This is an optimization exercise on Yosys and OpenROAD, whose aim is small area, not a production implementation. Where RTL was checked, it was by simulation tests only, not by an equivalence proof against the original. Function not checked in run 6: the RTL went through the layout flow alone. Power figures rest on the tool's default switching activity, not on a simulated workload.

$ cat run.sh
#!/bin/bash
# synth_recipe.tcl (not shown) runs the flow's synth.tcl, then flattens the netlist and writes it again
# the make line also repeats each setting of config.mk as NAME=value (left out here)
make -C /OpenROAD-flow-scripts/flow DESIGN_CONFIG=/design/flow/config.mk WORK_HOME=/design/flow/orfs CLKGATE_MAP_FILE= SYNTH_SCRIPT=/design/flow/synth_recipe.tcl finish
$ cat config.mk
export PLATFORM = sky130hd
export DESIGN_NAME = rnd_refill_buffer
export DESIGN_NICKNAME = rnd_refill_buffer
export VERILOG_FILES = /design/flow/design.v
export SDC_FILE = /design/flow/constraint.sdc
export NUM_CORES = 4
export LEC_CHECK = 0
export CAP_MARGIN = 20
export CORE_AREA = 10 10 410 410
export DIE_AREA = 0 0 420 420
export SLEW_MARGIN = 20
$ cat constraint.sdc
create_clock -name core_clock -period 5.0 [get_ports {clk}]
set_input_delay 1.0000 -clock core_clock [delete_from_list [all_inputs] [get_ports {clk}]]
set_output_delay 1.0000 -clock core_clock [all_outputs]
set_load 0.01 [all_outputs]
$ cat design.v
`default_nettype none
module rnd_refill_buffer #(
  parameter int RND   = 680,
  parameter int DEPTH = 2
) (
  input  logic                         clk,
  input  logic                         nrst,
  input  logic                         flush,
  input  logic                         in_valid,
  output logic                         in_ready,
  input  logic [RND-1:0]               in_rnd,
  output logic                         out_valid,
  input  logic                         out_ready,
  output logic [RND-1:0]               out_rnd,
  output logic [$clog2(DEPTH+1)-1:0]   level,
  output logic [7:0]                   starve_cnt
);
  logic [RND-1:0] r_head;
  logic [RND-1:0] r_tail;
  logic [RND-1:0] w_tail_nxt;
  logic [1:0]     r_level;
  logic           r_out_valid;
  logic [7:0]     r_starve_cnt;
  logic           w_space;
  logic           w_push;
  logic           w_pop;
  logic           w_ld_tail;
  logic           w_ld_head;
  logic [1:0]     w_level_nxt;
  assign w_space  = !r_level[1] && !flush;
  assign in_ready = nrst && w_space;
  assign w_push   = in_valid && w_space;
  assign w_pop    = r_out_valid && out_ready && !flush;
  assign w_ld_tail = in_valid && !r_level[1];
  assign w_ld_head = (r_out_valid && out_ready) || (r_level == 2'd0);
  assign w_tail_nxt = w_ld_tail ? in_rnd : r_tail;
  always_ff @(posedge clk) begin
    r_tail <= w_tail_nxt;
    if (w_ld_head)
      r_head <= w_tail_nxt;
  end
  always_comb begin
    w_level_nxt = r_level;
    if (flush)
      w_level_nxt = 2'd0;
    else if (w_push && !w_pop)
      w_level_nxt = r_level + 2'd1;
    else if (!w_push && w_pop)
      w_level_nxt = r_level - 2'd1;
  end
  always_ff @(posedge clk or negedge nrst) begin
    if (!nrst) begin
      r_level     <= 2'd0;
      r_out_valid <= 1'b0;
    end else begin
      r_level <= w_level_nxt;
      if (flush)
        r_out_valid <= 1'b0;
      else if (r_out_valid)
        r_out_valid <= (w_level_nxt != 2'd0);
      else
        r_out_valid <= (w_level_nxt == 2'd2);
    end
  end
  always_ff @(posedge clk or negedge nrst) begin
    if (!nrst)
      r_starve_cnt <= '0;
    else if (out_ready && !r_out_valid && !flush && (r_starve_cnt != 8'hFF))
      r_starve_cnt <= r_starve_cnt + 8'd1;
  end
  assign out_valid  = r_out_valid;
  assign out_rnd    = r_head;
  assign level      = r_level;
  assign starve_cnt = r_starve_cnt;
endmodule
`default_nettype wire
==> summary.txt, run 1 <==
STA
  • Max-slew violations: 0
  • Fin Setup TNS: 0 ns
  • Final count of negative-setup-slack endpoints: 0
  • Final hold viol count: 0
  • Final worst path period need: 3.68 ns
  • Fmax: approximately 270 MHz
  • Worst Skew: approximately 0.023 ns
  • Relative slew slack: 0.493
  • Slew @ Worst Pin: 0.760 ns
  • Tcrit/Tclk final: 0.736
  • RSZ-0062 raised after global routing: false
  • Setup WS post-layout: between 1 and 1.5 ns

Floorplan
  • Die height: 420 microns
  • Row count: 146
  • Die X-Extent: 420 microns
  • Initial Utilization: 0.270
  • IO Pins: around 1400
  • Total die area: 176000 sq um
  • Core Region: 159000 sq um

Clock network
  • Reg clk slew, reported paths: 0.05 ns
  • Hold Buf Count CTS: 0
  • Post-CTS setup repair buffer count: 0
  • Clock buffer count from CTS: ~150
  • Worst skew pair latency: 0.77 ns
  • Resized Gates After CTS: 0
  • CTS tree: done
  • H-tree depth: 4
  • CTS root buffer: clkbuf_16
  • Max Root-Sink Buffers: 3
  • CTS sink cnt: 1371

Route
  • Drt first-iter violations: 1788
  • Vias per inst: roughly 4.2
  • Post-DRT Antenna Nets: 0
  • 1st-pass router iterations: 5
  • DRC Markers: 0
  • Via count: 24926
  • WL per Instance: roughly 28 microns
  • Total wire length: 165000 microns

Status
  • Outcome: timing/DRC/antenna clean

Finish
  • Layout cell share with drive strength beyond 1: 0.253
  • Fin cells: 5926
  • Storage element area: 34300 sq um
  • Area Overhead vs Synth: 50.4%
  • NumNets Final: 4366
  • Layout fillers: around 14000
  • Multi-input logic area: 8010 sq um

Global routing
  • Tot GR Track Use: 0.177
  • Vias in the first global route: about 25000
  • Largest net degree at the start of global routing: 64
  • Gr ovfl total: 0
  • First-pass GRT wire length: about 210000 microns
  • Initial antenna violation count: 83

Hold path
  • Worst min path class: register to register

Logic synthesis
  • Largest area contributor in the netlist: edfxtp_1
  • Synth cell types: 32
  • Average cell area after synthesis: ~20 sq um
  • Synth top area cells: edfxtp_1 (48%), dfxtp_1 (32%), mux2_2 (18%)
  • Cells after synthesis: 2177
  • Post-synth net total: 2864
  • Post-synthesis register bit count: around 1400
  • Register area share after synthesis: 0.800
  • Top FF cell, synth: edfxtp_1
  • Asr flop ratio synth: 0.00802
  • Synth top area share: 0.476
  • Synth warn: 1
  • Post-Syn Area: between 40000 and 50000 sq um
  • Number of synthesized flops with an enable pin: 680

Worst setup path
  • Crit end category: primary output
  • Worst EP arrival: 2.68 ns
  • Startpoint Class: primary input
  • CP max FO: 12
  • Critical path type: primary input to primary output
  • CP required: 4.00 ns

Power and ir drop
  • Cell Pwr Density: 668 nW/um^2
  • Power, Total: 43.1 mW
  • Leak: between 20 and 25 nW
  • Int Pwr: 30.2 mW
  • Flop pwr share: 0.438
  • Logic pwr share: 0.303
  • Switching share of total power: 0.300
  • VDD IR max: 0.000380 V
  • NetSw: 12.9 mW
  • Clock share of power: 0.259

Placed design
  • DP Wirelength: approximately 130000 microns
  • Dpl cells: 5600
  • GPL Wtd Cong: slightly above 0.9
  • Dpl ws: 1.31 ns
  • Port Buffers: roughly 1400

Flow run
  • Max cap viols: 0
-- critical path, stage by stage --
cell	delay [ns]
clkdlybuf4s50_1	0.53
buf_4	0.27
nor3b_1	0.27
clkdlybuf4s50_1	0.60
-- through the flow --
stage                     utilization  area (sq um)  hold slack, ns
after floorplan                     -         42900           0.446
final                           0.406         64500           0.468
after global routing            0.406         64500           0.480
after global placement          0.374         59400           0.451
after CTS                       0.405         64400           0.471
after detailed placement        0.374         59400           0.455
-- kinds of logic after synthesis --
| kind of cell | count (synthesis) | synth area share |
|---|---|---|
| XOR/XNOR | 6 | 0.00123 |
| flip-flops | 1371 | 0.800 |
| AND/OR/NAND/NOR | 23 | 0.00289 |
| AO/OA/AOI/OAI | 13 | 0.00236 |
| multiplexers | 682 | 0.179 |
| adder cells (fa/ha/maj) | 2 | 0.000584 |
| buffers and inverters | 80 | 0.0135 |
-- cell usage in the layout (no fill, tap or decap), types with 2 or more instances in the layout --
cell / Yosys / final
inv_16: 0 / 2
clkinv_1: 0 / 9
edfxtp_1: 680 / 680
ha_1: 2 / 2
dfrtp_1: 11 / 11
buf_12: 0 / 21
diode_2: 0 / 46
nand2_1: 6 / 5
clkinv_4: 0 / 2
clkbuf_16: 0 / 153
nand2b_4: 0 / 2
inv_1: 3 / 3
clkinvlp_4: 0 / 6
xnor2_1: 5 / 5
a21oi_1: 4 / 4
clkinv_8: 0 / 2
bufinv_16: 0 / 11
clkbuf_8: 0 / 16
clkdlybuf4s50_1: 0 / 1376
inv_6: 0 / 6
dfxtp_1: 680 / 680
clkinv_2: 0 / 19
mux2_2: 682 / 682
nand3_1: 2 / 2
nor2_1: 5 / 5
clkbuf_1: 0 / 48
clkinv_16: 0 / 4
o2bb2ai_1: 2 / 2
inv_8: 0 / 2
nand4_1: 2 / 2
buf_4: 45 / 31
-- synthesized netlist by cell type (2+ instances only) --
cell       count
a21oi_1        4
buf_2         20
buf_4         45
buf_6         11
dfrtp_1       11
dfxtp_1      680
edfxtp_1     680
ha_1           2
inv_1          3
mux2_2       682
nand2_1        6
nand2b_1       2
nand3_1        2
nand4_1        2
nor2_1         5
o2bb2ai_1      2
xnor2_1        5
-- area by class of cell --
class / instances / share of cell area
sequential: 1371 / 0.532
timing repair buffer: 1428 / 0.224
multi-input combinational: 726 / 0.124
clock buffer: 217 / 0.0656
tap: 2072 / 0.0402
clock inverter: 63 / 0.0122
antenna: 46 / 0.00179
inverter: 3 / 0.000175
-- flip-flops by register name (all words and copies together), names as in the netlist --
register,count
r_head,680
r_level,2
r_starve_cnt,8
r_tail,680
r_out_valid,1
-- layer usage --
layer / up-vias / part of all wire / GRT usage
met2: 1202 / 0.48 / 0.279
met1: 12305 / 0.36 / 0.190
met3: 280 / 0.13 / 0.102
met5: - / 0.00032 / 0.00601
met4: 8 / 0.035 / 0.0837
li1: 11131 / - / -
-- worst paths after layout --
kind	startpoint	slack, ns	to	cells after the start
worst max-delay path	nrst	1.32	in_ready	4
worst min-delay path	r_tail[99]	0.47	r_tail[99]	1
worst max register to register	r_level[1]	2.50	r_head[137]	3
worst min register to register	r_tail[99]	0.47	r_tail[99]	1
max in group asynchronous	nrst	4.11	r_starve_cnt[0]	2
min in group asynchronous	nrst	0.68	r_level[1]	2
-- power by group through the flow --
stage | combinational, mW | sequential (mW) | clock (mW)
2_1_floorplan | 2.94 | 19.7 | 0
6_report | 13.0 | 18.9 | 11.2
3_5_place_dp | 13.2 | 19.0 | 0
3_3_place_gp | 13.1 | 19.0 | 0
4_1_cts | 13.3 | 18.9 | 11.5
5_1_grt | 13.8 | 19.2 | 11.9
==> run 2: changes to the inputs <==
==> flow/run.sh (new file) <==
#!/bin/bash
set -euo pipefail
cd "$(dirname "$0")/.."
export BUFFER_PORTS_ARGS="-buffer_cell sky130_fd_sc_hd__buf_1"
bash standard.sh > standard_flow.log 2>&1 || { tail -50 standard_flow.log; exit 1; }
tail -5 standard_flow.log
==> standard.sh (new file) <==
#!/bin/bash
# synth_recipe.tcl (not shown) runs the flow's synth.tcl, then flattens the netlist and writes it again
# the make line also repeats each setting of config.mk as NAME=value (left out here)
make -C /OpenROAD-flow-scripts/flow DESIGN_CONFIG=/design/flow/config.mk WORK_HOME=/design/flow/orfs CLKGATE_MAP_FILE= SYNTH_SCRIPT=/design/flow/synth_recipe.tcl "${@:-finish}"
--- a/config.mk
+++ b/config.mk
@@ -7,2 +7,3 @@
 export LEC_CHECK = 0
+export ABC_AREA = 1
 export CAP_MARGIN = 20
removed: run.sh
==> run 2 against run 1 <==
Compared with the run above:
- utilization down 5.3 points
- sequential share of layout area up 8.0 points
- critical endpoint is now r_head[559]
- critical path depth unchanged
- routed wire length up 0.97%
- setup slack better by 0.90 ns
- clock-buffer cell count up 5
- cell count down 0.34%
- clock power about the same
- flip-flop and latch count unchanged
- cell area down 13%
- clock skew up 0.035 ns
- via count up 2.7%
==> summary.txt, run 2 <==
Status
  • Outcome: timing/DRC/antenna clean

Floorplan
  • Die X-Extent: 420 microns
  • Die height: ~420 microns
  • Row count: ~150
  • IO Pins: 1377
  • Core Region: 159000 sq um
  • Total die area: about 180000 sq um
  • Initial Utilization: 0.272

Route
  • Total wire length: 167000 microns
  • DRC Markers: 0
  • Vias per inst: 4.33
  • WL per Instance: 28.2 microns
  • Via count: 25590
  • Drt first-iter violations: 2373
  • Post-DRT Antenna Nets: 0
  • 1st-pass router iterations: 5

Logic synthesis
  • Synth top area share: 0.473
  • Post-Syn Area: ~43000 sq um
  • Post-synthesis register bit count: 1371
  • Asr flop ratio synth: 0.00802
  • Synth warn: 1
  • Synth Area in Compound Gates: 0.000116
  • Post-synthesis mux area share: 0.186
  • XOR/XNOR Fraction of Synth Area: 0.00102
  • Average cell area after synthesis: just under 20 sq um
  • Synth Area in Simple Gates: 0.00542
  • Synth top area cells: edfxtp_1 (47%), dfxtp_1 (32%), mux2_2 (15%)
  • Synth cell types: 19
  • Post-synth net total: 2889
  • Largest area contributor in the netlist: edfxtp_1
  • Cells after synthesis: 2202
  • Top FF cell, synth: edfxtp_1
  • Largest family of logic cells by synthesized area: multiplexers
  • Number of synthesized flops with an enable pin: just under 700
  • Adder-Cell Fraction of Synth Area: 0.000580
  • Most frequent cells after synthesis: dfxtp_1 (680), edfxtp_1 (680), mux2_2 (580)
  • Register area share after synthesis: 0.795

STA
  • Max-slew violations: 0
  • Final worst path period need: 2.78 ns
  • Slew @ Worst Pin: roughly 0.94 ns
  • Fmax: 359 MHz
  • Final count of negative-setup-slack endpoints: 0
  • Final hold viol count: 0
  • Worst Skew: slightly below 0.06 ns
  • Fin Setup TNS: 0 ns
  • Tcrit/Tclk final: 0.557
  • Relative slew slack: 0.375
  • RSZ-0062 raised after global routing: false

Power and ir drop
  • Int Pwr: 22.6 mW
  • NetSw: just under 9 mW
  • Leak: 20.5 nW
  • Cell Pwr Density: 560 nW/um^2
  • Clock share of power: 0.355
  • Switching share of total power: 0.280
  • Flop pwr share: 0.496
  • VDD IR max: 0.000345 V
  • Logic pwr share: 0.149

Clock network
  • Resized Gates After CTS: 0
  • CTS sink cnt: 1371
  • CTS root buffer: clkbuf_16
  • Worst skew pair latency: 0.77 ns
  • Hold Buf Count CTS: 0
  • Reg clk slew, reported paths: 0.06 ns
  • H-tree depth: 4
  • Max Root-Sink Buffers: 3
  • CTS tree: done
  • Post-CTS setup repair buffer count: 0
  • Clock buffer count from CTS: between 100 and 150

Worst setup path
  • CP required: 5.46 ns
  • Worst EP arrival: 3.24 ns
  • CP max FO: 77
  • Crit end category: register
  • Startpoint Class: register
  • Critical path type: register to register

Finish
  • NumNets Final: 4383
  • Most frequent cells in the layout: buf_1 (1376), edfxtp_1 (680), dfxtp_1 (680)
  • Biggest regs: r_head x680, r_tail x680, r_starve_cnt x8
  • Area Overhead vs Synth: 30.0%
  • Layout cell share with drive strength beyond 1: 0.249
  • Most common cell after layout, fill and taps aside: buf_1
  • Cell area after layout: 56100 sq um

Global routing
  • Largest net degree at the start of global routing: 103
  • Gr ovfl total: 0
  • Initial antenna violation count: 84
  • Vias in the first global route: around 25000
  • First-pass GRT wire length: 215000 microns
  • Tot GR Track Use: 0.177

Placed design
  • Placed inst area: 51000 sq um
  • GPL Wtd Cong: 0.906
  • DP Wirelength: 134000 microns
  • Port Buffers: 1376

Flow run
  • Max cap viols: 0

Hold path
  • Worst min path class: primary input to async pin
-- run 2: cell types whose count changed after synthesis, moves of 2 or more --
cell,change
mux2_4,+100
a21oi_1,-3
nand2b_1,-2
nand3_1,+5
nor2_1,+4
buf_2,+43
nand2_1,+31
o2bb2ai_1,-2
mux2_2,-102
buf_4,-44
inv_1,+7
-- run 2: area by class of cell --
cell class	count	area, sq um
repair buffers	1420	5660
clock inverters	52	847
clock buffers	222	4240
well taps	2072	2590
fillers	15323	103000
diodes	13	32.5
multi-input cells	745	8370
inverters	11	41.3
flip-flops and latches	1371	34300
-- run 2: layer usage --
| metal | routed length, microns | share of wire | global-route usage |
|---|---|---|---|
| met4 | 3400 | 0.020 | 0.0447 |
| met1 | 64000 | 0.38 | 0.212 |
| met5 | 51 | 0.00031 | 0 |
| met3 | 18200 | 0.11 | 0.0738 |
| met2 | 81200 | 0.49 | 0.295 |
-- run 2: final timing paths --
| kind | end | start | cells past startpoint | slack, ns |
|---|---|---|---|---|
| max | r_head[559] | r_level[1] | 4 | 2.22 |
| max reg2reg | r_head[559] | r_level[1] | 4 | 2.22 |
| min in group core_clock | r_tail[201] | in_rnd[201] | 2 | 0.45 |
| min reg2reg | r_tail[583] | r_tail[583] | 1 | 0.47 |
| max in group asynchronous | r_starve_cnt[0] | nrst | 2 | 4.51 |
| min | r_level[0] | nrst | 2 | 0.23 |
-- run 2: per-stage QoR --
stage	instances	hold slack [ns]	total power [mW]	utilization	worst slack, ns
after floorplan	2202	0.444	17.8	-	0.771
after global placement	5619	0.451	20.4	0.321	1.65
after detailed placement	5619	0.455	20.5	0.321	1.64
after CTS	5893	0.140	31.7	0.353	2.18
after global routing	5902	0.175	32.6	0.353	2.14
final	5906	0.227	31.4	0.353	2.22
-- run 2: critical path: stages, from the launching register on --
cell     delay (ns)
dfrtp_1        0.44
inv_2          0.12
nand2_8        0.59
buf_4          0.71
mux2_2         0.43
-- run 2: logic make-up after synthesis --
family	count (synthesis)
buffers and inverters	86
adders and majority gates	2
and+or+nand+nor	57
muxes	680
xor gates and xnor gates	5
DFF	1371
AOI/OAI and AO/OA	1
-- run 2: power by group through the flow --
stage / logic, mW / clock network (mW) / registers [mW]
after floorplan: 1.72 / 0 / 16.0
after global placement: 4.67 / 0 / 15.8
after detailed placement: 4.74 / 0 / 15.8
after CTS: 4.76 / 11.4 / 15.6
after global routing: 5.04 / 11.8 / 15.7
final: 4.68 / 11.1 / 15.6
==> run 3: changes to the inputs <==
--- a/design.v
+++ b/design.v
@@ -33,3 +33,3 @@
   assign w_pop    = r_out_valid && out_ready && !flush;
-  assign w_ld_tail = in_valid && !r_level[1];
+  assign w_ld_tail = !r_level[1];
   assign w_ld_head = (r_out_valid && out_ready) || (r_level == 2'd0);
==> flow/run.sh (replaced) <==
#!/bin/bash
# The standard layout with three changes in how the layout is made:
#  - the synthesised netlist's mux2_2/mux2_4 cells are swapped for mux2_1
#    (same function and pins, smaller drive; repair_design fixes any slew);
#  - every input and output port is buffered with buf_1 instead of the
#    buffer buffer_ports picks by default;
#  - CTS without dummy loads and with larger sink clusters.
set -euo pipefail
cd "$(dirname "$0")/.."
RES=orfs/results/$FLOW_PLATFORM/rnd_refill_buffer/base
export BUFFER_PORTS_ARGS="-buffer_cell sky130_fd_sc_hd__buf_1"
export CTS_ARGS="-sink_clustering_enable -repair_clock_nets -dont_use_dummy_load -sink_clustering_size 30 -sink_clustering_max_diameter 100"
bash standard.sh "$PWD/$RES/1_2_yosys.v" > flow_synth.log 2>&1 || { tail -50 flow_synth.log; exit 1; }
sed -i -E 's/\bsky130_fd_sc_hd__mux2_(2|4|8)\b/sky130_fd_sc_hd__mux2_1/' "$RES/1_2_yosys.v"
bash standard.sh > flow_layout.log 2>&1 || { tail -50 flow_layout.log; exit 1; }
tail -5 flow_layout.log
==> run 3 against run 2 <==
Compared with the run above:
- still clean on timing, DRC and antenna
- flip-flop and latch count unchanged
- area after synthesis is 0.15% higher
- via count rose by 17%
- combinational power shrank 7.1%
- sequential share of layout area increased by 4.8 points
- setup slack got worse by 0.31 ns
- fmax fell by 10%
- clock-buffer cell count decreased by 166
==> summary.txt, run 3 <==
Status
  • Outcome: timing/DRC/antenna clean

Finish
  • NumNets Final: 5644
  • Most common cell after layout, fill and taps aside: nand2_1
  • Layout Utilization: 0.327
  • Cell area after layout: 52000 sq um
  • Fin cells: 7042
  • Most frequent cells in the layout: nand2_1 (2073), buf_1 (1376), edfxtp_1 (680), dfxtp_1 (680), clkbuf_16 (56)
  • Biggest regs: r_head x680, r_tail x680, r_starve_cnt x8
  • Layout cell share with drive strength beyond 1: 0.0204
  • Area Overhead vs Synth: 20.3%

Clock network
  • Resized Gates After CTS: 0
  • CTS root buffer: clkbuf_16
  • Post-CTS setup repair buffer count: 0
  • CTS sink cnt: 1371
  • H-tree depth: 2
  • Hold Buf Count CTS: 0
  • Worst skew pair latency: roughly 0.7 ns
  • Reg clk slew, reported paths: 0.12 ns
  • CTS tree: done
  • Max Root-Sink Buffers: 3
  • Clock buffer count from CTS: 56

Logic synthesis
  • Top FF cell, synth: edfxtp_1
  • Synth top area cells: edfxtp_1 (47%), dfxtp_1 (32%), nand2_1 (18%)
  • Synth warn: 1
  • Asr flop ratio synth: 0.00802
  • Average cell area after synthesis: 11.9 sq um
  • Post-Syn Area: ~43000 sq um
  • Count leader, synth: nand2_1
  • Synth cell types: 21
  • Most frequent cells after synthesis: nand2_1 (2074), dfxtp_1 (680), edfxtp_1 (680)
  • Cells after synthesis: 3637
  • Post-synthesis register bit count: 1371
  • Largest area contributor in the netlist: edfxtp_1
  • Post-synth net total: 4324
  • Number of synthesized flops with an enable pin: 680
  • Register area share after synthesis: 0.794
  • Synth top area share: 0.473

Route
  • Drt first-iter violations: 2932
  • Vias per inst: 4.26
  • Post-DRT Antenna Nets: 0
  • WL per Instance: between 20 and 25 microns
  • DRC Markers: 0
  • 1st-pass router iterations: 5
  • Total wire length: 157000 microns
  • Via count: 30016

Global routing
  • Initial antenna violation count: 42
  • Largest net degree at the start of global routing: 189
  • Gr ovfl total: 0
  • First-pass GRT wire length: 214000 microns
  • Vias in the first global route: 29262
  • Tot GR Track Use: 0.165

STA
  • Fin Setup TNS: 0 ns
  • Max-slew violations: 0
  • Min Hold Slack: around 0.34 ns
  • Worst Skew: 0.0537 ns
  • Tcrit/Tclk final: 0.618
  • RSZ-0062 raised after global routing: false
  • Final count of negative-setup-slack endpoints: 0
  • Setup WS post-layout: 1.91 ns
  • Final worst path period need: 3.09 ns
  • Final hold viol count: 0
  • Relative slew slack: 0.120
  • Slew @ Worst Pin: 1.32 ns
  • Fmax: 323 MHz

Placed design
  • GPL Wtd Cong: 0.931
  • Placed inst area: 50500 sq um
  • Dpl cells: 6971
  • Dpl ws: 1.78 ns
  • DP Wirelength: approximately 120000 microns
  • Port Buffers: 1376

Floorplan
  • Row count: roughly 150
  • Initial Utilization: 0.272
  • Die X-Extent: 420 microns
  • Die height: between 400 and 500 microns
  • Core Region: around 160000 sq um
  • Total die area: 176000 sq um
  • IO Pins: ~1400

Worst setup path
  • CP cell instances: buf_12, buf_4, buf_4, nand2_1, nand2_1
  • Critical path's slowest cell: buf_4
  • CP required: 5.52 ns
  • CP max stage delay: 0.88 ns
  • Startpoint Class: register
  • Critical path type: register to register
  • Worst EP arrival: 3.61 ns
  • CP max FO: 142
  • Crit end category: register

Power and ir drop
  • Logic pwr share: 0.177
  • Switching share of total power: 0.299
  • Leak: 21.4 nW
  • VDD IR max: 0.000360 V
  • NetSw: 7.34 mW
  • Clock share of power: 0.216
  • Flop pwr share: 0.607
  • Power, Total: 24.6 mW
  • Cell Pwr Density: 472 nW/um^2
  • Int Pwr: roughly 17 mW

Flow run
  • Max cap viols: 0

Hold path
  • Worst min path class: primary input to async pin
run 3: power by group through the flow:
stage | clock network [mW] | logic (mW) | registers [mW]
after floorplan | 0 | 1.44 | 15.7
after global placement | 0 | 4.35 | 15.1
after detailed placement | 0 | 4.40 | 15.2
after CTS | 5.49 | 4.42 | 14.9
after global routing | 5.84 | 4.71 | 15.1
final | 5.30 | 4.35 | 14.9
run 3: path summary, 6_finish.rpt:
path                                   end        start  cells past startpoint  slack [ns]
max reg2reg                    r_head[216]   r_level[1]                      5        1.91
min reg2reg                    r_tail[496]  r_tail[496]                      2        0.45
min                        r_starve_cnt[7]         nrst                      1        0.34
max                            r_head[216]   r_level[1]                      5        1.91
min in group core_clock        r_tail[496]  r_tail[496]                      2        0.45
max in group asynchronous       r_level[1]         nrst                      1        4.08
run 3: critical path, delay by kind of cell, from the launching register on:
kind | cells | cell delay, ns
simple gates | 2 | 0.29
flops | 1 | 0.47
buf+inv | 3 | 2.09
run 3: per-layer routing:
metal / GRT usage / part of all wire / vias to the layer above
met1: 0.197 / 0.38 / 14439
li1: - / - / 14187
met2: 0.285 / 0.50 / 1187
met5: 0 / 0.00027 / -
met4: 0.0475 / 0.029 / 6
met3: 0.0491 / 0.091 / 197
run 3: cell families (layout without fill, tap and decap cells):
group / Yosys count / in the layout / synth area share
buffers and inverters: 162 / 1480 / 0.0212
other: 0 / 15 / 0
adders and majority gates: 2 / 2 / 0.000579
and+or+nand+nor: 2095 / 2095 / 0.183
AOI/OAI and AO/OA: 2 / 2 / 0.000231
DFF: 1371 / 1371 / 0.794
xor gates and xnor gates: 5 / 5 / 0.00101
run 3: area by class of cell:
| class | instances | area, sq um |
|---|---|---|
| timing repair buffer | 1413 | 5590 |
| clock buffer | 56 | 1400 |
| tap | 2072 | 2590 |
| multi-input combinational | 2104 | 7990 |
| inverter | 11 | 51.3 |
| antenna | 15 | 37.5 |
| fill | 16258 | 107000 |
| sequential | 1371 | 34300 |
==> run 4: changes to the inputs <==
--- a/flow/run.sh
+++ b/flow/run.sh
@@ -11,3 +11,3 @@
 export BUFFER_PORTS_ARGS="-buffer_cell sky130_fd_sc_hd__buf_1"
-export CTS_ARGS="-sink_clustering_enable -repair_clock_nets -dont_use_dummy_load -sink_clustering_size 30 -sink_clustering_max_diameter 100"
+export CTS_ARGS="-sink_clustering_enable -repair_clock_nets -dont_use_dummy_load -sink_clustering_size 25 -sink_clustering_max_diameter 100"
 bash standard.sh "$PWD/$RES/1_2_yosys.v" > flow_synth.log 2>&1 || { tail -50 flow_synth.log; exit 1; }
==> run 4 against run 3 <==
Compared with the run above:
- still clean on timing, DRC and antenna
- fmax fell by 1.0%
- cell count rose by 0.21%
- routed wire length rose by 0.19%
- setup slack got worse by 0.032 ns
- clock skew rose by 0.022 ns
==> summary.txt, run 4 <==
Route
  • Metal2 WL: 79100 microns
  • WL per Instance: 22.4 microns
  • Via count: around 30000
  • 1st-pass router iterations: 5
  • Vias per inst: between 4 and 5
  • Post-DRT Antenna Nets: 0
  • Max layer used: met5
  • DRC Markers: 0
  • Met3 routed WL: 13900 microns
  • Drt first-iter violations: 2780
  • Total wire length: 158000 microns
  • Wl on met1: 60300 microns

Global routing
  • Initial antenna violation count: 44
  • Gr ovfl total: 0
  • First-pass GRT wire length: 214000 microns
  • Tot GR Track Use: 0.166
  • Vias in the first global route: slightly below 30000
  • Largest net degree at the start of global routing: 189

Clock network
  • Hold Buf Count CTS: 0
  • Post-CTS setup repair buffer count: 0
  • CTS root buffer: clkbuf_16
  • Reg clk slew, reported paths: 0.10 ns
  • Worst skew pair latency: 0.66 ns
  • Max Root-Sink Buffers: 3
  • CTS tree: done
  • CTS sink cnt: 1371
  • Resized Gates After CTS: 0
  • Clock buffer count from CTS: a little under 70
  • H-tree depth: 3

STA
  • Slew @ Worst Pin: 1.25 ns
  • Setup WS post-layout: 1.88 ns
  • Fin Setup TNS: 0 ns
  • Worst Skew: 0.0755 ns
  • Tcrit/Tclk final: 0.625
  • Final hold viol count: 0
  • Relative slew slack: 0.168
  • Max-slew violations: 0
  • Fmax: around 320 MHz
  • Final count of negative-setup-slack endpoints: 0
  • RSZ-0062 raised after global routing: false
  • Final worst path period need: 3.12 ns

Logic synthesis
  • Synth cell types: 21
  • Register area share after synthesis: 0.794
  • Most frequent cells after synthesis: nand2_1 (2074), dfxtp_1 (680), edfxtp_1 (680)
  • Average cell area after synthesis: 11.9 sq um
  • Largest area contributor in the netlist: edfxtp_1
  • Top FF cell, synth: edfxtp_1
  • Count leader, synth: nand2_1
  • Synth warn: 1
  • Asr flop ratio synth: 0.00802
  • Synth top area share: 0.473
  • Number of synthesized flops with an enable pin: 680
  • Post-synth net total: 4324
  • Post-Syn Area: 43200 sq um
  • Synth top area cells: edfxtp_1 (47%), dfxtp_1 (32%), nand2_1 (18%)
  • Post-synthesis register bit count: around 1400
  • Cells after synthesis: around 3600

Worst setup path
  • Critical Path Start: r_level[1]
  • CP cell instances: buf_12, buf_4, buf_4, nand2_1, nand2_1
  • Critical path type: register to register
  • CP required: between 5 and 6 ns
  • CP delay by family, top: buffers and inverters
  • Startpoint Class: register
  • Critical path's slowest cell: buf_4
  • Critical path buffer and inverter count: 3
  • Crit end category: register
  • CP max stage delay: roughly 0.9 ns
  • Critical R2R Launch: r_level[1]
  • Worst EP arrival: between 3 and 4 ns
  • CP max FO: approximately 140

Status
  • Outcome: timing/DRC/antenna clean

Floorplan
  • Die X-Extent: 420 microns
  • Total die area: 176000 sq um
  • Row count: 146
  • Initial Utilization: 0.272
  • IO Pins: 1377
  • Core Region: 159000 sq um
  • Die height: between 400 and 500 microns

Power and ir drop
  • Leak: 21.6 nW
  • Cell Pwr Density: 480 nW/um^2
  • VDD IR max: between 0.0003 and 0.0004 V
  • Power, Total: 25.1 mW

Placed design
  • Port Buffers: 1376
  • Placed inst area: slightly above 50000 sq um
  • DP Wirelength: around 120000 microns
  • GPL Wtd Cong: 0.931
  • Dpl cells: 6971
  • Dpl ws: 1.78 ns

Flow run
  • Max cap viols: 0

Finish
  • Most frequent cells in the layout: nand2_1 (2073), buf_1 (1376), edfxtp_1 (680), dfxtp_1 (680), clkbuf_16 (68)
  • Area Overhead vs Synth: 21.0%
  • Layout cell share with drive strength beyond 1: 0.0228
  • Cell area after layout: 52300 sq um
  • Fin cells: 7057
  • Layout fillers: 16229
  • Biggest regs: r_head x680, r_tail x680, r_starve_cnt x8
  • NumNets Final: 5656
  • Most common cell after layout, fill and taps aside: nand2_1

Hold path
  • Worst min path class: primary input to async pin
## run 4: cell count changes in the layout (fill, tap and decap cells not counted)
cell,before,now
diode_2,15,18
clkbuf_16,56,68
## run 4: stage by stage
step,utilization,hold WS (ns)
floorplan,-,0.418
global placement,0.318,0.428
detailed placement,0.318,0.433
CTS,0.329,0.285
global route,0.329,0.321
finish,0.329,0.343
## run 4: logic make-up after synthesis
group	after synthesis	synth area share
flip-flops	1371	0.794
buffers and inverters	162	0.0212
XOR/XNOR	5	0.00101
AO/OA/AOI/OAI	2	0.000231
adder cells (fa/ha/maj)	2	0.000579
AND/OR/NAND/NOR	2095	0.183
## run 4: power breakdown
group	switching, mW	internal [mW]
Clock	3.39	2.44
Sequential	0.734	14.2
Combinational	3.30	1.04
## run 4: worst paths after layout
check	end	slack, ns	cells after the start
max	r_head[216]	1.88	5
min	r_starve_cnt[7]	0.34	1
max reg2reg	r_head[216]	1.88	5
min reg2reg	r_tail[496]	0.45	2
max in group asynchronous	r_level[1]	4.11	1
min in group core_clock	r_tail[496]	0.45	2
## run 4: cell type report
| class | count | area [sq um] | area share |
|---|---|---|---|
| clock buffers | 68 | 1700 | 0.0325 |
| well taps | 2072 | 2590 | 0.0496 |
| flip-flops and latches | 1371 | 34300 | 0.656 |
| inverters | 11 | 51.3 | 0.000981 |
| multi-input cells | 2104 | 7990 | 0.153 |
| diodes | 18 | 45.0 | 0.000861 |
| repair buffers | 1413 | 5590 | 0.107 |
## run 4: worst reg2reg max path, cell delays in order (launching register included)
cell     delay, ns
dfrtp_4       0.47
buf_12        0.49
buf_4         0.78
buf_4         0.89
nand2_1       0.19
nand2_1       0.15
## run 4: metal layers
layer,up-vias,track usage
met5,-,0
met4,4,0.0516
met3,198,0.0524
met2,1173,0.285
met1,14329,0.197
li1,14237,-
==> run 5: changes to the inputs <==
--- a/design.v
+++ b/design.v
@@ -33,3 +33,3 @@
   assign w_pop    = r_out_valid && out_ready && !flush;
-  assign w_ld_tail = !r_level[1];
+  assign w_ld_tail = in_valid && !r_level[1];
   assign w_ld_head = (r_out_valid && out_ready) || (r_level == 2'd0);
--- a/flow/run.sh
+++ b/flow/run.sh
@@ -11,3 +11,3 @@
 export BUFFER_PORTS_ARGS="-buffer_cell sky130_fd_sc_hd__buf_1"
-export CTS_ARGS="-sink_clustering_enable -repair_clock_nets -dont_use_dummy_load -sink_clustering_size 25 -sink_clustering_max_diameter 100"
+export CTS_ARGS="${CTS_ARGS_OVERRIDE:--sink_clustering_enable -repair_clock_nets -dont_use_dummy_load -sink_clustering_size 20 -sink_clustering_max_diameter 100}"
 bash standard.sh "$PWD/$RES/1_2_yosys.v" > flow_synth.log 2>&1 || { tail -50 flow_synth.log; exit 1; }
==> run 5 against run 4 <==
Compared with the run above:
- die area unchanged
- first-iteration DRC count down 24%
- flip-flop and latch count unchanged
- sequential share of layout area down 0.43 points
- combinational power up 2%
- critical path type is now primary input to primary output
==> summary.txt, run 5 <==
Status
  • Outcome: timing/DRC/antenna clean

Worst setup path
  • CP required: around 4.0 ns
  • Startpoint Class: primary input
  • CP max FO: 12
  • Critical Path Start: nrst
  • Worst EP arrival: 1.97 ns
  • Crit end category: primary output
  • Critical R2R Launch: r_level[1]
  • Critical path type: primary input to primary output

Clock network
  • Post-CTS setup repair buffer count: 0
  • CTS root buffer: clkbuf_16
  • CTS sink cnt: about 1400
  • CTS tree: done
  • Reg clk slew, reported paths: 0.08 ns
  • Clock buffer count from CTS: 81
  • Worst skew pair latency: between 0.6 and 0.7 ns
  • Resized Gates After CTS: 0
  • H-tree depth: 3
  • Max Root-Sink Buffers: 3
  • Hold Buf Count CTS: 0

Logic synthesis
  • Synth top area cells: edfxtp_1 (47%), dfxtp_1 (32%), mux2_2 (15%)
  • Top FF cell, synth: edfxtp_1
  • Post-synthesis register bit count: 1371
  • Synth cell types: 19
  • Average cell area after synthesis: 19.4 sq um
  • Cells after synthesis: roughly 2200
  • Yosys Chip Area: 43100 sq um
  • Synth warn: 1
  • Number of synthesized flops with an enable pin: 680
  • Asr flop ratio synth: 0.00802
  • Synth top area share: 0.473
  • Most frequent cells after synthesis: dfxtp_1 (680), edfxtp_1 (680), mux2_2 (580)
  • Post-Syn Area: ~43000 sq um
  • Largest area contributor in the netlist: edfxtp_1
  • Register area share after synthesis: 0.795
  • Post-synth net total: 2889

Power and ir drop
  • Cell Pwr Density: 499 nW/um^2
  • Switching share of total power: 0.290
  • Leak: 18.6 nW
  • Clock share of power: 0.245
  • Flop pwr share: 0.587
  • Int Pwr: 18.7 mW
  • VDD IR max: 0.000304 V
  • NetSw: 7.62 mW
  • Logic pwr share: 0.168

Finish
  • NumNets Final: 4306
  • Most frequent cells in the layout: buf_1 (1376), mux2_1 (680), edfxtp_1 (680), dfxtp_1 (680), clkbuf_16 (81)
  • Biggest regs: r_head x680, r_tail x680, r_starve_cnt x8
  • Most common cell after layout, fill and taps aside: buf_1
  • Area Overhead vs Synth: 23.1%
  • Layout cell share with drive strength beyond 1: 0.0323

Placed design
  • DP Wirelength: roughly 130000 microns
  • Port Buffers: around 1400
  • GPL Wtd Cong: 0.902

Global routing
  • Largest net degree at the start of global routing: 97
  • Vias in the first global route: roughly 25000
  • Initial antenna violation count: 91
  • First-pass GRT wire length: 208000 microns
  • Gr ovfl total: 0
  • Tot GR Track Use: 0.171

Floorplan
  • Die X-Extent: 420 microns
  • Row count: between 100 and 150
  • Total die area: 176000 sq um
  • Initial Utilization: 0.269
  • IO Pins: roughly 1400
  • Core Region: between 150000 and 200000 sq um
  • Die height: 420 microns

STA
  • Min Hold Slack: 0.383 ns
  • Fin Setup TNS: 0 ns
  • Slew @ Worst Pin: 0.845 ns
  • Fmax: 336 MHz
  • Tcrit/Tclk final: 0.595
  • Final count of negative-setup-slack endpoints: 0
  • RSZ-0062 raised after global routing: false
  • Max-slew violations: 0
  • Final hold viol count: 0
  • Worst Skew: 0.0686 ns
  • Final worst path period need: just under 3 ns
  • Relative slew slack: 0.436

Route
  • 1st-pass router iterations: 5
  • Total wire length: 161000 microns
  • Vias per inst: between 4 and 5
  • WL per Instance: approximately 28 microns
  • Drt first-iter violations: 2118
  • Via count: 24751
  • DRC Markers: 0
  • Post-DRT Antenna Nets: 0

Flow run
  • Max cap viols: 0

Hold path
  • Worst min path class: primary input to async pin
## run 5: cell types whose count changed after synthesis, sizes merged
cell | previous run | this run
nand2 | 2075 | 38
mux2 | 0 | 680
buf | 151 | 75
o21ai | 1 | 0
nor3b | 1 | 0
## run 5: cell type report
class,instances,area [sq um]
flip-flops and latches,1371,34300
clock buffers,81,2030
inverters,11,41.3
repair buffers,1409,5560
multi-input cells,745,8000
well taps,2072,2590
fillers,15637,106000
diodes,40,100
## run 5: power groups by stage
stage | combinational, mW | clock, mW | sequential [mW]
finish | 4.42 | 6.44 | 15.4
global route | 4.80 | 6.99 | 15.6
CTS | 4.54 | 6.66 | 15.4
detailed placement | 4.52 | 0 | 15.6
global placement | 4.46 | 0 | 15.6
floorplan | 1.40 | 0 | 16.0
## run 5: routing by layer
| metal | track usage | wire length [microns] |
|---|---|---|
| met1 | 0.200 | 60100 |
| met2 | 0.261 | 74700 |
| met3 | 0.0838 | 20600 |
| met4 | 0.0834 | 5980 |
| met5 | 0 | 108 |
## run 5: cells by family (layout without fill, tap and decap cells)
logic type / after synthesis / count (layout) / share of synthesized area
DFF: 1371 / 1371 / 0.795
buffers and inverters: 86 / 1501 / 0.0113
xor gates and xnor gates: 5 / 5 / 0.00102
adders and majority gates: 2 / 2 / 0.000580
muxes: 680 / 680 / 0.186
other: 0 / 40 / 0
AOI/OAI and AO/OA: 1 / 1 / 0.000116
and+or+nand+nor: 57 / 57 / 0.00542
## run 5: critical path: stages
cell and delay (ns):
buf_1 0.57, nand2_1 0.11, nor2_1 0.11, buf_1 0.18
## run 5: final timing paths
kind	end	slack [ns]	cells past startpoint
min in group core_clock	r_tail[273]	0.46	1
worst min register to register	r_tail[273]	0.46	1
worst max register to register	r_head[129]	2.43	5
max in group asynchronous	r_starve_cnt[4]	4.09	1
worst min-delay path	r_level[0]	0.38	1
worst max-delay path	in_ready	2.03	4
## run 5: through the flow
stage | worst slack, ns | utilization | total power, mW | instances | area (sq um)
after floorplan | 0.771 | - | 17.4 | 2202 | 42800
after global placement | 1.75 | 0.318 | 20.1 | 5608 | 50500
final | 2.03 | 0.332 | 26.3 | 5729 | 52600
after CTS | 1.97 | 0.331 | 26.6 | 5689 | 52500
after detailed placement | 1.74 | 0.318 | 20.2 | 5608 | 50500
after global routing | 1.83 | 0.331 | 27.4 | 5721 | 52600
==> run 6: changes to the inputs <==
==> design.v (replaced) <==
`default_nettype none
module rnd_refill_buffer #(
  parameter int RND   = 680,
  parameter int DEPTH = 2
) (
  input  logic                         clk,
  input  logic                         nrst,
  input  logic                         flush,
  input  logic                         in_valid,
  output logic                         in_ready,
  input  logic [RND-1:0]               in_rnd,
  output logic                         out_valid,
  input  logic                         out_ready,
  output logic [RND-1:0]               out_rnd,
  output logic [$clog2(DEPTH+1)-1:0]   level,
  output logic [7:0]                   starve_cnt
);
  localparam int c_LVL_W = $clog2(DEPTH+1);
  localparam int c_PTR_W = $clog2(DEPTH);
  localparam logic [c_LVL_W-1:0] c_FULL    = c_LVL_W'(DEPTH);
  localparam logic [c_LVL_W-1:0] c_LVL_ONE = c_LVL_W'(1);
  localparam logic [c_PTR_W-1:0] c_LAST    = c_PTR_W'(DEPTH-1);
  localparam logic [c_PTR_W-1:0] c_PTR_ONE = c_PTR_W'(1);
  typedef enum logic [0:0] {
    PRIME = 1'b0,
    RUN   = 1'b1
  } state_t;
  state_t               r_state;
  logic [RND-1:0]       r_mem [DEPTH];
  logic [c_PTR_W-1:0]   r_wr_ptr;
  logic [c_PTR_W-1:0]   r_rd_ptr;
  logic [c_LVL_W-1:0]   r_level;
  logic                 r_out_valid;
  logic [7:0]           r_starve_cnt;
  logic                 w_space;
  logic                 w_push;
  logic                 w_pop;
  logic [c_LVL_W-1:0]   w_level_nxt;
  function automatic logic [c_PTR_W-1:0] f_next_ptr(input logic [c_PTR_W-1:0] p);
    f_next_ptr = (p == c_LAST) ? '0 : p + c_PTR_ONE;
  endfunction
  assign w_space  = (r_level < c_FULL) && !flush;
  assign in_ready = nrst && w_space;
  assign w_push   = in_valid && w_space;
  assign w_pop    = r_out_valid && out_ready && !flush;
  always_comb begin
    w_level_nxt = r_level;
    if (flush)
      w_level_nxt = '0;
    else if (w_push && !w_pop)
      w_level_nxt = r_level + c_LVL_ONE;
    else if (!w_push && w_pop)
      w_level_nxt = r_level - c_LVL_ONE;
  end
  always_ff @(posedge clk or negedge nrst) begin
    if (!nrst) begin
      for (int i = 0; i < DEPTH; i++)
        r_mem[i] <= '0;
      r_wr_ptr <= '0;
      r_rd_ptr <= '0;
      r_level  <= '0;
    end else if (flush) begin
      r_wr_ptr <= '0;
      r_rd_ptr <= '0;
      r_level  <= '0;
    end else begin
      if (w_push) begin
        r_mem[r_wr_ptr] <= in_rnd;
        r_wr_ptr        <= f_next_ptr(r_wr_ptr);
      end
      if (w_pop)
        r_rd_ptr <= f_next_ptr(r_rd_ptr);
      r_level <= w_level_nxt;
    end
  end
  always_ff @(posedge clk or negedge nrst) begin
    if (!nrst) begin
      r_state     <= PRIME;
      r_out_valid <= 1'b0;
    end else if (flush) begin
      r_state     <= PRIME;
      r_out_valid <= 1'b0;
    end else begin
      case (r_state)
        PRIME: begin
          if (w_level_nxt == c_FULL) begin
            r_state     <= RUN;
            r_out_valid <= 1'b1;
          end else begin
            r_out_valid <= 1'b0;
          end
        end
        RUN: begin
          if (w_level_nxt == '0) begin
            r_state     <= PRIME;
            r_out_valid <= 1'b0;
          end else begin
            r_out_valid <= 1'b1;
          end
        end
        default: begin
          r_state     <= PRIME;
          r_out_valid <= 1'b0;
        end
      endcase
    end
  end
  always_ff @(posedge clk or negedge nrst) begin
    if (!nrst)
      r_starve_cnt <= '0;
    else if (out_ready && !r_out_valid && !flush && (r_starve_cnt != 8'hFF))
      r_starve_cnt <= r_starve_cnt + 8'd1;
  end
  assign out_valid  = r_out_valid;
  assign out_rnd    = r_mem[r_rd_ptr];
  assign level      = r_level;
  assign starve_cnt = r_starve_cnt;
endmodule
`default_nettype wire
==> run.sh (new file) <==
#!/bin/bash
# synth_recipe.tcl (not shown) runs the flow's synth.tcl, then flattens the netlist and writes it again
# the make line also repeats each setting of config.mk as NAME=value (left out here)
make -C /OpenROAD-flow-scripts/flow DESIGN_CONFIG=/design/flow/config.mk WORK_HOME=/design/flow/orfs CLKGATE_MAP_FILE= SYNTH_SCRIPT=/design/flow/synth_recipe.tcl finish
--- a/config.mk
+++ b/config.mk
@@ -7,3 +7,2 @@
 export LEC_CHECK = 0
-export ABC_AREA = 1
 export CAP_MARGIN = 20
removed: flow/run.sh
removed: standard.sh
==> run 6 against run 5 <==
Compared with the run above:
- still clean on timing, DRC and antenna
- combinational power rose to 4.8 times the previous value
- sequential share of layout area fell by 22 points
- utilization up 17 points
- power is 96% higher
- clock power increased by about 80%
- register-to-register slack improved by 0.08 ns
- setup slack got worse by 1.3 ns
- via count rose by 49%
- cell count is 27% higher
- sequential power grew 23%
==> summary.txt, run 6 <==
Status
  • Outcome: timing/DRC/antenna clean

Global routing
  • Gr ovfl total: 0
  • Vias in the first global route: 39330
  • Initial antenna violation count: 108
  • Tot GR Track Use: 0.233
  • Largest net degree at the start of global routing: 171
  • First-pass GRT wire length: 299000 microns

Finish
  • NumNets Final: 5753
  • Max FFs per register: roughly 1400
  • Biggest regs: r_mem x1360, r_starve_cnt x8, r_level x2
  • Most frequent cells in the layout: mux2_2 (1843), clkdlybuf4s50_1 (1375), dfrtp_1 (1372)
  • Most common cell after layout, fill and taps aside: mux2_2
  • Area Overhead vs Synth: 36.4%
  • Layout cell share with drive strength beyond 1: 0.417
  • Largest Register: r_mem

Hold path
  • Worst min path class: primary input to async pin

Power and ir drop
  • Flop pwr share: 0.366
  • Cell Pwr Density: 643 nW/um^2
  • NetSw: 16.3 mW
  • VDD IR max: about 0.00037 V
  • Int Pwr: roughly 35 mW
  • Logic pwr share: 0.410
  • Clock share of power: 0.224
  • Leak: 32.5 nW
  • Power, Total: 51.6 mW
  • Switching share of total power: 0.315

Logic synthesis
  • Count leader, synth: mux2_2
  • Largest area contributor in the netlist: dfrtp_1
  • Asr flop ratio synth: 1.00
  • Number of synthesized flops with an enable pin: 0
  • Post-synth net total: 4384
  • Post-Syn Area: roughly 59000 sq um
  • Synth top area cells: dfrtp_1 (58%), mux2_2 (35%), mux2_1 (3.8%)
  • Average cell area after synthesis: 15.9 sq um
  • Synth warn: 2
  • Synth top area share: 0.583
  • Register area share after synthesis: 0.583
  • Most frequent cells after synthesis: mux2_2 (1843), dfrtp_1 (1373), mux2_1 (200)
  • Cells after synthesis: 3698
  • Post-synthesis register bit count: 1373
  • Synth cell types: 35
  • Top FF cell, synth: dfrtp_1

Worst setup path
  • CP max FO: 43
  • Startpoint Class: register
  • Critical path type: register to primary output
  • Crit end category: primary output
  • CP required: 4.00 ns
  • Worst EP arrival: around 3.3 ns

STA
  • Max-slew violations: 0
  • Final worst path period need: 4.27 ns
  • Fmax: 234 MHz
  • Tcrit/Tclk final: 0.855
  • Worst Skew: 0.0279 ns
  • Final hold viol count: 0
  • Slew @ Worst Pin: 1.10 ns
  • Final count of negative-setup-slack endpoints: 0
  • Fin Setup TNS: 0 ns
  • RSZ-0062 raised after global routing: false
  • Relative slew slack: 0.267

Clock network
  • CTS root buffer: clkbuf_16
  • Hold Buf Count CTS: 0
  • Worst skew pair latency: approximately 0.78 ns
  • Resized Gates After CTS: 0
  • CTS sink cnt: 1373
  • CTS tree: done
  • Max Root-Sink Buffers: 3
  • Clock buffer count from CTS: 156
  • Reg clk slew, reported paths: 0.06 ns
  • Post-CTS setup repair buffer count: 0
  • H-tree depth: 4

Floorplan
  • IO Pins: 1377
  • Die X-Extent: 420 microns
  • Initial Utilization: 0.371
  • Die height: 420 microns
  • Core Region: 159000 sq um
  • Row count: 146
  • Total die area: 176000 sq um

Route
  • 1st-pass router iterations: 4
  • Total wire length: 214000 microns
  • Via count: 36993
  • Vias per inst: between 5 and 6
  • Post-DRT Antenna Nets: 0
  • DRC Markers: 0
  • WL per Instance: 29.3 microns
  • Drt first-iter violations: 1892

Placed design
  • GPL Wtd Cong: 0.880
  • DP Wirelength: between 150000 and 200000 microns
  • Port Buffers: 1376

Flow run
  • Max cap viols: 0
[run 6: routing by layer]
metal | vias up | part of all wire | global-route usage
li1 | 16118 | - | -
met1 | 19221 | 0.37 | 0.262
met4 | 62 | 0.037 | 0.0871
met2 | 1151 | 0.50 | 0.399
met5 | - | 0.0019 | 0
met3 | 441 | 0.086 | 0.0903
[run 6: final timing paths]
kind                                from       endpoint  slack, ns  cells past startpoint
max                             r_rd_ptr   out_rnd[282]       0.73                      4
min                                 nrst  r_mem[1][652]       0.11                      1
max reg2reg                   r_level[1]   r_mem[0][78]       2.51                      4
min reg2reg                r_mem[0][397]  r_mem[0][397]       0.48                      1
max in group asynchronous           nrst  r_mem[0][431]       2.61                      3
min in group core_clock    r_mem[0][397]  r_mem[0][397]       0.48                      1
[run 6: layout make-up]
class,count,area [sq um]
Fill cell,13629,78400
Inverter,3,11.3
Sequential cell,1373,34400
Antenna cell,33,82.6
Clock buffer,243,4830
Multi-Input combinational cell,2093,23400
Timing Repair Buffer,1440,14700
Tap cell,2072,2590
Clock inverter,38,397
[run 6: power groups by stage]
stage                     clock (mW)  combinational (mW)  sequential [mW]
after floorplan                    0                10.6             18.2
after global placement             0                21.2             18.8
after detailed placement           0                21.4             19.0
after CTS                       11.9                21.5             18.9
after global routing            12.3                22.4             19.6
final                           11.6                21.2             18.9
[run 6: per-stage QoR]
stage	setup WS, ns	cell area [sq um]	util	std cells	hold slack (ns)
after floorplan	2.39	58900	-	3698	0.454
after CTS	0.597	80300	0.506	7262	0.113
after global routing	0.532	80300	0.506	7286	0.0988
final	0.726	80400	0.506	7295	0.107
after detailed placement	1.17	75100	0.473	6981	0.471
after global placement	1.21	75100	0.473	6981	0.463
[run 6: worst max-delay path, cell delays in order (launching register included)]
cell             delay [ns]
dfrtp_4                0.82
buf_12                 0.30
buf_12                 0.29
mux2_2                 0.38
clkdlybuf4s50_1        0.65
[run 6: cell families (layout without fill, tap and decap cells)]
family,after synthesis,count (layout),share of synthesized area
DFF,1373,1373,0.583
and+or+nand+nor,29,29,0.00325
buffers and inverters,232,1724,0.0201
other,0,33,0
xor gates and xnor gates,5,5,0.000998
muxes,2043,2043,0.391
adders and majority gates,1,1,0.000212
AOI/OAI and AO/OA,15,15,0.00159

[afterwards: timing with drivers on the ports]
In the flow no input, the clock included, has a driving cell. The finished layouts below were timed again as built, in two steps. Step 1 assumes that a clkbuf_16 drives the clock port and a buf_2 every other input. Step 2 also shifts input and output timing later by t, the mid clock arrival at the registers, as if the neighbouring blocks saw the same clock. Slacks: ideal ports / drivers / drivers and shift; pairs: ideal ports / drivers.
| run | t, ns | setup WS [ns] | hold WS [ns] | latest minus earliest clock arrival (ns) | cell pins on the clock port's net |
|---|---|---|---|---|---|
| run 1 | 0.839 | 1.320 / 1.281 / 1.281 | 0.468 / 0.468 / 0.468 | 0.033 / 0.032 | 1 |
| run 2 | 0.836 | 2.216 / 2.153 / 1.578 | 0.227 / 0.180 / 0.468 | 0.076 / 0.077 | 1 |
| run 3 | 0.727 | 1.908 / 1.908 / 1.908 | 0.340 / 0.293 / 0.448 | 0.102 / 0.102 | 1 |
| run 4 | 0.722 | 1.877 / 1.877 / 1.877 | 0.343 / 0.296 / 0.448 | 0.108 / 0.109 | 1 |
| run 5 | 0.744 | 2.026 / 1.996 / 1.745 | 0.383 / 0.328 / 0.463 | 0.079 / 0.079 | 1 |
| run 6 | 0.838 | 0.726 / 0.640 / 1.203 | 0.107 / 0.114 / 0.477 | 0.053 / 0.052 | 1 |
After both steps every run listed still meets setup and hold. For run 2, which loses most, drivers alone change the setup slack by -0.063 ns; drivers and shift together by -0.638 ns.
